This design comes from an exercise in tuning for small area, a short achievable clock period and few clock cycles on the open sky130 flow, not from production work.

==> build 42 <==
==> flow/design.v <==
`default_nettype none
package gge_pkg;
  localparam logic [31:0] LfsrTaps = 32'h80200003;
  localparam logic [31:0] SeedReset = 32'd1;
  localparam logic [15:0] XoverReset = 16'd45875;
  localparam logic [15:0] MutReset = 16'd66;
  function automatic logic [31:0] lfsr_step(input logic [31:0] v);
    lfsr_step = v[0] ? ((v >> 1) ^ LfsrTaps) : (v >> 1);
  endfunction
  function automatic logic [31:0] lfsr_jump(input logic [31:0] v, input int n);
    logic [31:0] x;
    x = v;
    for (int k = 0; k < n; k++) x = x[0] ? ((x >> 1) ^ LfsrTaps) : (x >> 1);
    lfsr_jump = x;
  endfunction
  function automatic logic [31:0] lfsr_back(input logic [31:0] v, input int n);
    logic [31:0] x;
    x = v;
    for (int k = 0; k < n; k++) x = {x[30:0], 1'b0} ^ (x[31] ? 32'h00400007 : 32'h0);
    lfsr_back = x;
  endfunction
  function automatic logic [3:0] ones8(input logic [7:0] v);
    logic [3:0] n;
    n = '0;
    for (int b = 0; b < 8; b++) n = n + {3'd0, v[b]};
    ones8 = n;
  endfunction
  function automatic logic [5:0] rstep(input logic [5:0] r, input logic b, input logic [6:0] d);
    logic [7:0] t;
    t = {1'b0, r, b} - {1'b0, d};
    rstep = t[7] ? {r[4:0], b} : t[5:0];
  endfunction
  function automatic logic [5:0] addmod(input logic [5:0] a, input logic [5:0] b,
                                        input logic [6:0] d);
    logic [6:0] u;
    logic [7:0] t;
    u = {1'b0, a} + {1'b0, b};
    t = {1'b0, u} - {1'b0, d};
    addmod = t[7] ? u[5:0] : t[5:0];
  endfunction
  function automatic logic [5:0] dbladd(input logic [5:0] r, input logic [5:0] k,
                                        input logic [6:0] d);
    logic [7:0] t, t1, t2;
    t = {1'b0, r, 1'b0} + {2'b0, k};
    t1 = t - {1'b0, d};
    t2 = t - {d, 1'b0};
    dbladd = !t2[7] ? t2[5:0] : (!t1[7] ? t1[5:0] : t[5:0]);
  endfunction
  function automatic logic [5:0] cmod(input logic [1:0] sel, input logic [6:0] d);
    logic [5:0] v;
    v = '0;
    if (d >= 7'd8) begin
      case (sel)
        2'd0: v = 6'd7;
        2'd1: v = 6'd3;
        2'd2: v = 6'(d - 7'd1);
        default: v = 6'(d - 7'd5);
      endcase
    end else begin
      case (d[2:0])
        3'd1: v = 6'd0;
        3'd2: v = 6'd1;                                           
        3'd3: case (sel) 2'd0: v = 6'd1; 2'd1: v = 6'd0; 2'd2: v = 6'd2; default: v = 6'd1; endcase
        3'd4: case (sel) 2'd0: v = 6'd3; 2'd1: v = 6'd3; 2'd2: v = 6'd3; default: v = 6'd3; endcase
        3'd5: case (sel) 2'd0: v = 6'd2; 2'd1: v = 6'd3; 2'd2: v = 6'd4; default: v = 6'd0; endcase
        3'd6: case (sel) 2'd0: v = 6'd1; 2'd1: v = 6'd3; 2'd2: v = 6'd5; default: v = 6'd1; endcase
        3'd7: case (sel) 2'd0: v = 6'd0; 2'd1: v = 6'd3; 2'd2: v = 6'd6; default: v = 6'd2; endcase
        default: v = 6'd0;
      endcase
    end
    cmod = v;
  endfunction
  localparam logic [127:0] KTab0 = 128'h000000000000000080a828aa80222a88;
  localparam logic [127:0] KTab1 = 128'h0000000000000000c8004488c0c2aa00;
  localparam logic [127:0] KTab2 = 128'h000000000000000068389c8c84403240;
  localparam logic [127:0] KTab3 = 128'h0000000000000000bd82e82a70c0c000;
  localparam logic [127:0] KTab4 = 128'h000000000000000062f1ac568d0c0000;
  localparam logic [127:0] KTab5 = 128'h0000000000000000f008100000000000;
  localparam logic [127:0] KTab6 = 128'h000000000000000020a0a8880800a2a0;
  localparam logic [127:0] KTab7 = 128'h00000000000000000c0020e064088220;
  localparam logic [127:0] KTab8 = 128'h0000000000000000800ac4341ca64080;
  localparam logic [127:0] KTab9 = 128'h0000000000000000a11ecff416be4400;
  localparam logic [127:0] KTab10 = 128'h00000000000000001640888068000000;
  localparam logic [127:0] KTab11 = 128'h000000000000000013d0000800000000;
  function automatic logic [11:0] ktab(input logic [6:0] s);
    ktab = {KTab11[s], KTab10[s], KTab9[s], KTab8[s], KTab7[s], KTab6[s],
            KTab5[s], KTab4[s], KTab3[s], KTab2[s], KTab1[s], KTab0[s]};
  endfunction
endpackage
`default_nettype wire
`default_nettype none
module genetic_generation_engine_core (
  input  wire logic clk,
  input  wire logic rst,
  input  wire logic in_valid,
  output logic      in_ready,
  input  wire logic [11:0] in_data,
  output logic      out_valid,
  input  wire logic out_ready,
  output logic [16:0] out_data,
  input  wire logic cfg_valid,
  output logic      cfg_ready,
  input  wire logic [1:0] cfg_index,
  input  wire logic [31:0] cfg_data
);
  localparam logic [3:0] MOD_LAST = 4'd10;
  localparam logic [1:0] PH_IDLE = 2'd0, PH_SUM = 2'd1, PH_MOD = 2'd2, PH_SEL = 2'd3;
  logic [1:0] ph;
  logic mut;                          
  logic [3:0] cnt;
  wire [2:0] c3 = cnt[2:0];
  logic z0;                           
  logic dirty;                        
  logic [7:0] pop [8];
  logic [7:0] nx [8];                 
  logic [31:0] lfsr;
  logic [15:0] xthr, mthr;
  logic [6:0] s;                      
  logic [6:0] acc;
  logic [6:0] cum [7];                
  logic [5:0] r;                      
  logic [2:0] chk;                    
  logic [5:0] ktr;                    
  logic [7:0] flr;                    
  logic [3:0] xh;                     
  logic [2:0] xl [4];                 
  logic [7:0] ob;
  logic [3:0] of;
  logic [2:0] oslot;
  logic ov;
  assign cfg_ready = 1'b1;
  assign in_ready = (ph == PH_IDLE) && !mut;
  assign out_valid = ov;
  assign out_data = {oslot, ob, of, ob == 8'hFF, oslot == 3'd7};
  wire take = in_valid && in_ready;
  wire take_run = take && in_data[11];
  wire take_load = take && !in_data[11];
  wire s_zero = (s == 7'd0);
  wire [6:0] dv = s;
  logic s_pend;                       
  logic [11:0] kreg;                  
  wire [7:0] pcur = pop[c3];
  wire [3:0] fcur = gge_pkg::ones8(pcur);
  wire [6:0] acc_in = (c3 == 3'd0) ? 7'd0 : acc;
  wire [6:0] acc_nx = acc_in + {3'd0, fcur};
  wire mod0 = (take_run && !dirty) || (ph == PH_MOD && z0);
  wire [31:0] l8 = gge_pkg::lfsr_jump(lfsr, 8);
  wire [31:0] h = {nx[0], nx[2], nx[1], nx[3]};      
  wire [32:0] hsrc = {1'b0, z0 ? l8 : h};
  wire [3:0] cnt1 = cnt + 4'd1;
  wire [2:0] chk_nx = hsrc[32 - 3 * cnt1 -: 3];
  logic [5:0] r_mod;
  always_comb begin
    r_mod = r;
    for (int k = 2; k >= 0; k--) r_mod = gge_pkg::rstep(r_mod, chk[k], dv);
  end
  wire [6:0] dv0 = s_pend ? s + {3'd0, of} : s;
  logic [5:0] r_first;
  always_comb begin
    case (dv0)
      7'd1: r_first = 6'd0;
      7'd2: r_first = {5'd0, l8[30]};
      7'd3: r_first = (l8[31:30] == 2'd3) ? 6'd0 : {4'd0, l8[31:30]};
      default: r_first = {4'd0, l8[31:30]};
    endcase
  end
  wire [31:0] xd = gge_pkg::lfsr_step(lfsr);
  wire [31:0] xe = gge_pkg::lfsr_step(xd);
  wire xhit = xd[31:16] < xthr;
  wire xroll = (ph == PH_MOD) && (cnt >= 4'd1) && (cnt <= 4'd4);
  logic [31:0] y, yz;
  always_comb begin
    y = h;
    if (ph == PH_SEL) begin
      case (c3)
        3'd0: y = gge_pkg::lfsr_back(h, 1);
        3'd1: y = gge_pkg::lfsr_back(h, 2);
        3'd2: y = gge_pkg::lfsr_back(h, 3);
        3'd3: y = gge_pkg::lfsr_back(h, 4);
        3'd4: y = gge_pkg::lfsr_back(h, 5);
        default: y = gge_pkg::lfsr_back(h, 6);
      endcase
    end
    case (c3)
      3'd0: yz = h;
      3'd1: yz = gge_pkg::lfsr_back(h, 1);
      3'd2: yz = gge_pkg::lfsr_back(h, 2);
      3'd3: yz = gge_pkg::lfsr_back(h, 3);
      3'd4: yz = gge_pkg::lfsr_back(h, 4);
      3'd5: yz = gge_pkg::lfsr_back(h, 5);
      3'd6: yz = gge_pkg::lfsr_back(h, 6);
      default: yz = gge_pkg::lfsr_back(h, 7);
    endcase
  end
  wire [5:0] k_tap = gge_pkg::addmod(y[21] ? kreg[5:0] : kreg[11:6], gge_pkg::cmod(y[1:0], dv), dv);
  wire [5:0] ktr_nx = y[31] ? k_tap : 6'd0;
  wire [5:0] r_back = gge_pkg::dbladd(r, ktr, dv);
  logic [2:0] sel_idx;
  always_comb begin
    sel_idx = 3'd0;
    for (int j = 0; j < 7; j++) sel_idx = sel_idx + {2'd0, cum[j] <= {1'b0, r}};
    if (s_zero) sel_idx = yz[2:0];
  end
  wire [7:0] psel = pop[sel_idx];
  logic [7:0] flip;
  always_comb begin
    logic [31:0] m;
    m = lfsr;
    for (int j = 0; j < 8; j++) begin
      m = gge_pkg::lfsr_step(m);
      flip[j] = m[31:16] < mthr;
    end
  end
  wire [1:0] q = c3[2:1];
  wire [7:0] xa = nx[{q, 1'b0}];
  wire [7:0] xb = nx[{q, 1'b1}];
  wire [7:0] xmask = xh[q] ? 8'((9'd1 << xl[q]) - 9'd1) : 8'hFF;
  wire [7:0] child = c3[0] ? ((xb & xmask) | (xa & ~xmask)) : ((xa & xmask) | (xb & ~xmask));
  wire [7:0] mfin = child ^ flr;
  wire [3:0] mfit = gge_pkg::ones8(mfin);
  wire mut_go = mut && (!ov || out_ready);
  wire sel_last = (ph == PH_SEL) && (c3 == 3'd7);
  wire flip_go = sel_last || (mut_go && c3 != 3'd7);
  always_ff @(posedge clk) begin
    if (rst) begin
      ph <= PH_IDLE; mut <= 1'b0; cnt <= '0; z0 <= 1'b1; dirty <= 1'b0; s <= '0; ov <= 1'b0;
      s_pend <= 1'b0;
      lfsr <= gge_pkg::SeedReset; xthr <= gge_pkg::XoverReset; mthr <= gge_pkg::MutReset;
      for (int i = 0; i < 8; i++) pop[i] <= '0;
    end else begin
      if (cfg_valid) begin
        case (cfg_index)
          2'd0: lfsr <= (cfg_data == 32'd0) ? 32'd1 : cfg_data;
          2'd1: xthr <= cfg_data[15:0];
          2'd2: mthr <= cfg_data[15:0];
          default: ;
        endcase
      end
      if (ov && out_ready) ov <= 1'b0;
      s_pend <= 1'b0;
      if (s_pend) s <= s + {3'd0, of};
      if (mod0) lfsr <= l8;
      if (xroll) lfsr <= xhit ? xe : xd;
      if (flip_go) lfsr <= gge_pkg::lfsr_jump(lfsr, 8);
      case (ph)
        PH_IDLE: begin
          if (take_load) begin
            pop[in_data[10:8]] <= in_data[7:0];
            dirty <= 1'b1;
          end
          if (take_run) begin
            ph <= dirty ? PH_SUM : PH_MOD;
            cnt <= 4'd1; z0 <= 1'b0;
          end
          if (mut_go) begin
            pop[c3] <= mfin;
            ov <= 1'b1;
            s <= (c3 == 3'd0) ? 7'd0 : s + {3'd0, of};
            s_pend <= (c3 == 3'd7);
            cnt <= (c3 == 3'd7) ? 4'd0 : cnt1;
            z0 <= (c3 == 3'd7);
            if (c3 == 3'd7) mut <= 1'b0;
          end
        end
        PH_SUM: begin
          cnt <= cnt1;
          if (cnt == 4'd7) begin
            s <= acc_nx; dirty <= 1'b0; ph <= PH_MOD; cnt <= 4'd0; z0 <= 1'b1;
          end
        end
        PH_MOD: begin
          cnt <= cnt1; z0 <= 1'b0;
          if (cnt == MOD_LAST) begin
            ph <= PH_SEL; cnt <= 4'd0; z0 <= 1'b1;
          end
        end
        default: begin   
          cnt <= cnt1; z0 <= 1'b0;
          if (cnt == 4'd7) begin
            ph <= PH_IDLE; mut <= 1'b1; cnt <= 4'd0; z0 <= 1'b1;
          end
        end
      endcase
    end
  end
  wire do_cum = (ph == PH_SUM) || (ph == PH_MOD && cnt[3] == 1'b0) || take_run;
  wire do_mod = (ph == PH_MOD) || (take_run && !dirty);
  always_ff @(posedge clk) begin
    if (do_cum) begin
      acc <= acc_nx;
      if (c3 != 3'd7) cum[c3] <= acc_nx;
    end
    if (do_mod) begin
      r <= z0 ? r_first : r_mod;
      chk <= chk_nx;
    end
    if (ph == PH_MOD) kreg <= gge_pkg::ktab(s);
    if (mod0) begin
      nx[0] <= l8[31:24]; nx[2] <= l8[23:16]; nx[1] <= l8[15:8]; nx[3] <= l8[7:0];
    end
    if (xroll) begin
      xh[2'(cnt - 4'd1)] <= xhit;
      xl[2'(cnt - 4'd1)] <= xe[2:0];
    end
    if ((ph == PH_MOD && cnt == MOD_LAST) || ph == PH_SEL) ktr <= ktr_nx;
    if (ph == PH_SEL) begin
      nx[3'd7 - c3] <= psel;
      r <= r_back;
    end
    if (flip_go) flr <= flip;
    if (mut_go) begin
      ob <= mfin; of <= mfit; oslot <= c3;
    end
  end
endmodule
`default_nettype wire
==> flow/run.sh <==
#!/bin/bash
# synth_recipe.tcl (not shown) runs the flow's synth.tcl, then flattens the netlist and writes it again
# the make line also repeats each setting of config.mk as NAME=value (left out here)
make -C /OpenROAD-flow-scripts/flow DESIGN_CONFIG=/design/flow/config.mk WORK_HOME=/design/flow/orfs CLKGATE_MAP_FILE= SYNTH_SCRIPT=/design/flow/synth_recipe.tcl finish
==> flow/config.mk <==
export PLATFORM = sky130hd
export DESIGN_NAME = genetic_generation_engine_core
export DESIGN_NICKNAME = genetic_generation_engine_core
export VERILOG_FILES = /design/flow/design.v
export SDC_FILE = /design/flow/constraint.sdc
export NUM_CORES = 4
export LEC_CHECK = 0
export CAP_MARGIN = 20
export CORE_MARGIN = 2
export CORE_UTILIZATION = 40
export SLEW_MARGIN = 20
==> flow/constraint.sdc <==
create_clock -name core_clock -period 8.0 [get_ports {clk}]
set_input_delay 1.6000 -clock core_clock [delete_from_list [all_inputs] [get_ports {clk}]]
set_output_delay 1.6000 -clock core_clock [all_outputs]
set_load 0.01 [all_outputs]
==> build 96: changes against build 42 <==
--- a/flow/config.mk
+++ b/flow/config.mk
@@ -8,4 +8,5 @@
 export CAP_MARGIN = 20
 export CORE_MARGIN = 2
 export CORE_UTILIZATION = 40
+export SETUP_SLACK_MARGIN = 4.5
 export SLEW_MARGIN = 20
==> trial 27: changes against build 42 <==
--- a/flow/config.mk
+++ b/flow/config.mk
@@ -8,4 +8,5 @@
 export CAP_MARGIN = 20
 export CORE_MARGIN = 2
 export CORE_UTILIZATION = 40
+export SETUP_SLACK_MARGIN = 3
 export SLEW_MARGIN = 20
==> comparison <==
In synthesized cell count, trial 27 and build 42 do not differ.
Between build 42 and trial 27, the lower count of clock-buffer cells in the layout is in build 42 (gap 4).
In build 96 the fmax is larger than in build 42, by about 40%.
Final area: build 96 is larger than trial 27 (4.9%).
In trial 27 the global-route usage is lower than in build 96, by 1.1 points.
Setup slack, lowest first: build 42, trial 27, build 96.
Routed wire length: build 96 > trial 27 > build 42.
Flip-flop and latch count is the same in build 42 and trial 27.
==> figures <==
                                                                                 trial 27               build 96                  build 42
Proportion of layout cells with a drive suffix above 1                              19.7%                  25.5%                     9.84%
Multi-input gate share of total cell area                                           52.8%                  53.1%                     53.8%
Worst path setup slack after routing                                              2.78 ns                2.92 ns                  0.847 ns
CP Depth                                                                               19                     19                        23
Status                                                           timing/DRC/antenna clean  timing/DRC/antenna clean  timing/DRC/antenna clean
Number of buffer and inverter instances along the worst setup path                      4                      3                         2
Routed len/inst                                                              23.6 microns           24.1 microns              23.3 microns
Global-route usage over all layers                                                  25.3%                  26.4%                     24.6%
Worst endpoint required time                                                      8.28 ns                8.29 ns                   8.32 ns
Layout overhead on the synthesized area                                             21.0%                  26.9%                     11.7%
Critical Path Slowest Stage Cell                                    sky130_fd_sc_hd__fa_2  sky130_fd_sc_hd__fa_1  sky130_fd_sc_hd__dfxtp_1
Depth of the worst register-to-register path                                           19                     19                        23
Start point of the critical path                                                     r[2]                   r[1]                      s[5]
Timing-limited maximum frequency                                                  192 MHz                197 MHz                   140 MHz
Diode count                                                                             1                      0                         0
DR WL met3                                                                        6.73 mm                7.68 mm                   6.08 mm
Met1 GRT Util                                                                       34.2%                  35.5%                     32.6%
Function was not checked in any run of this note: the RTL went through the layout flow alone.

[what the ideal ports hide]
In the flow no input, the clock included, has a driving cell. The finished layouts below were timed again as built, in two steps.
Step 1 (the two cells are an assumption about what drives the block):
set clk [get_ports {clk}]
set_driving_cell -lib_cell sky130_fd_sc_hd__clkbuf_16 $clk
set_driving_cell -lib_cell sky130_fd_sc_hd__buf_2 [delete_from_list [all_inputs] $clk]
Step 2, shift: input delay + t, output delay - t, t = (earliest + latest rising clock arrival at the registers) / 2. This alone moves slack from input paths to output paths.
Slacks: ideal ports / drivers / drivers and shift; pairs: ideal ports / drivers.
run | t, ns | slack for setup (ns) | hold WS [ns] | worst slew at a driven data input, ns
build 42 | 0.636 | 0.847 / 0.847 / 0.847 | 0.452 / 0.452 / 0.452 | 0.04
build 96 | 0.628 | 2.915 / 2.915 / 2.915 | 0.459 / 0.459 / 0.459 | 0.05
trial 27 | 0.627 | 2.779 / 2.779 / 2.602 | 0.455 / 0.455 / 0.455 | 0.05
After both steps setup and hold are still met in every run listed. The setup slack of trial 27, which loses most, moves by 0.000 ns with the drivers and by -0.177 ns with both steps.
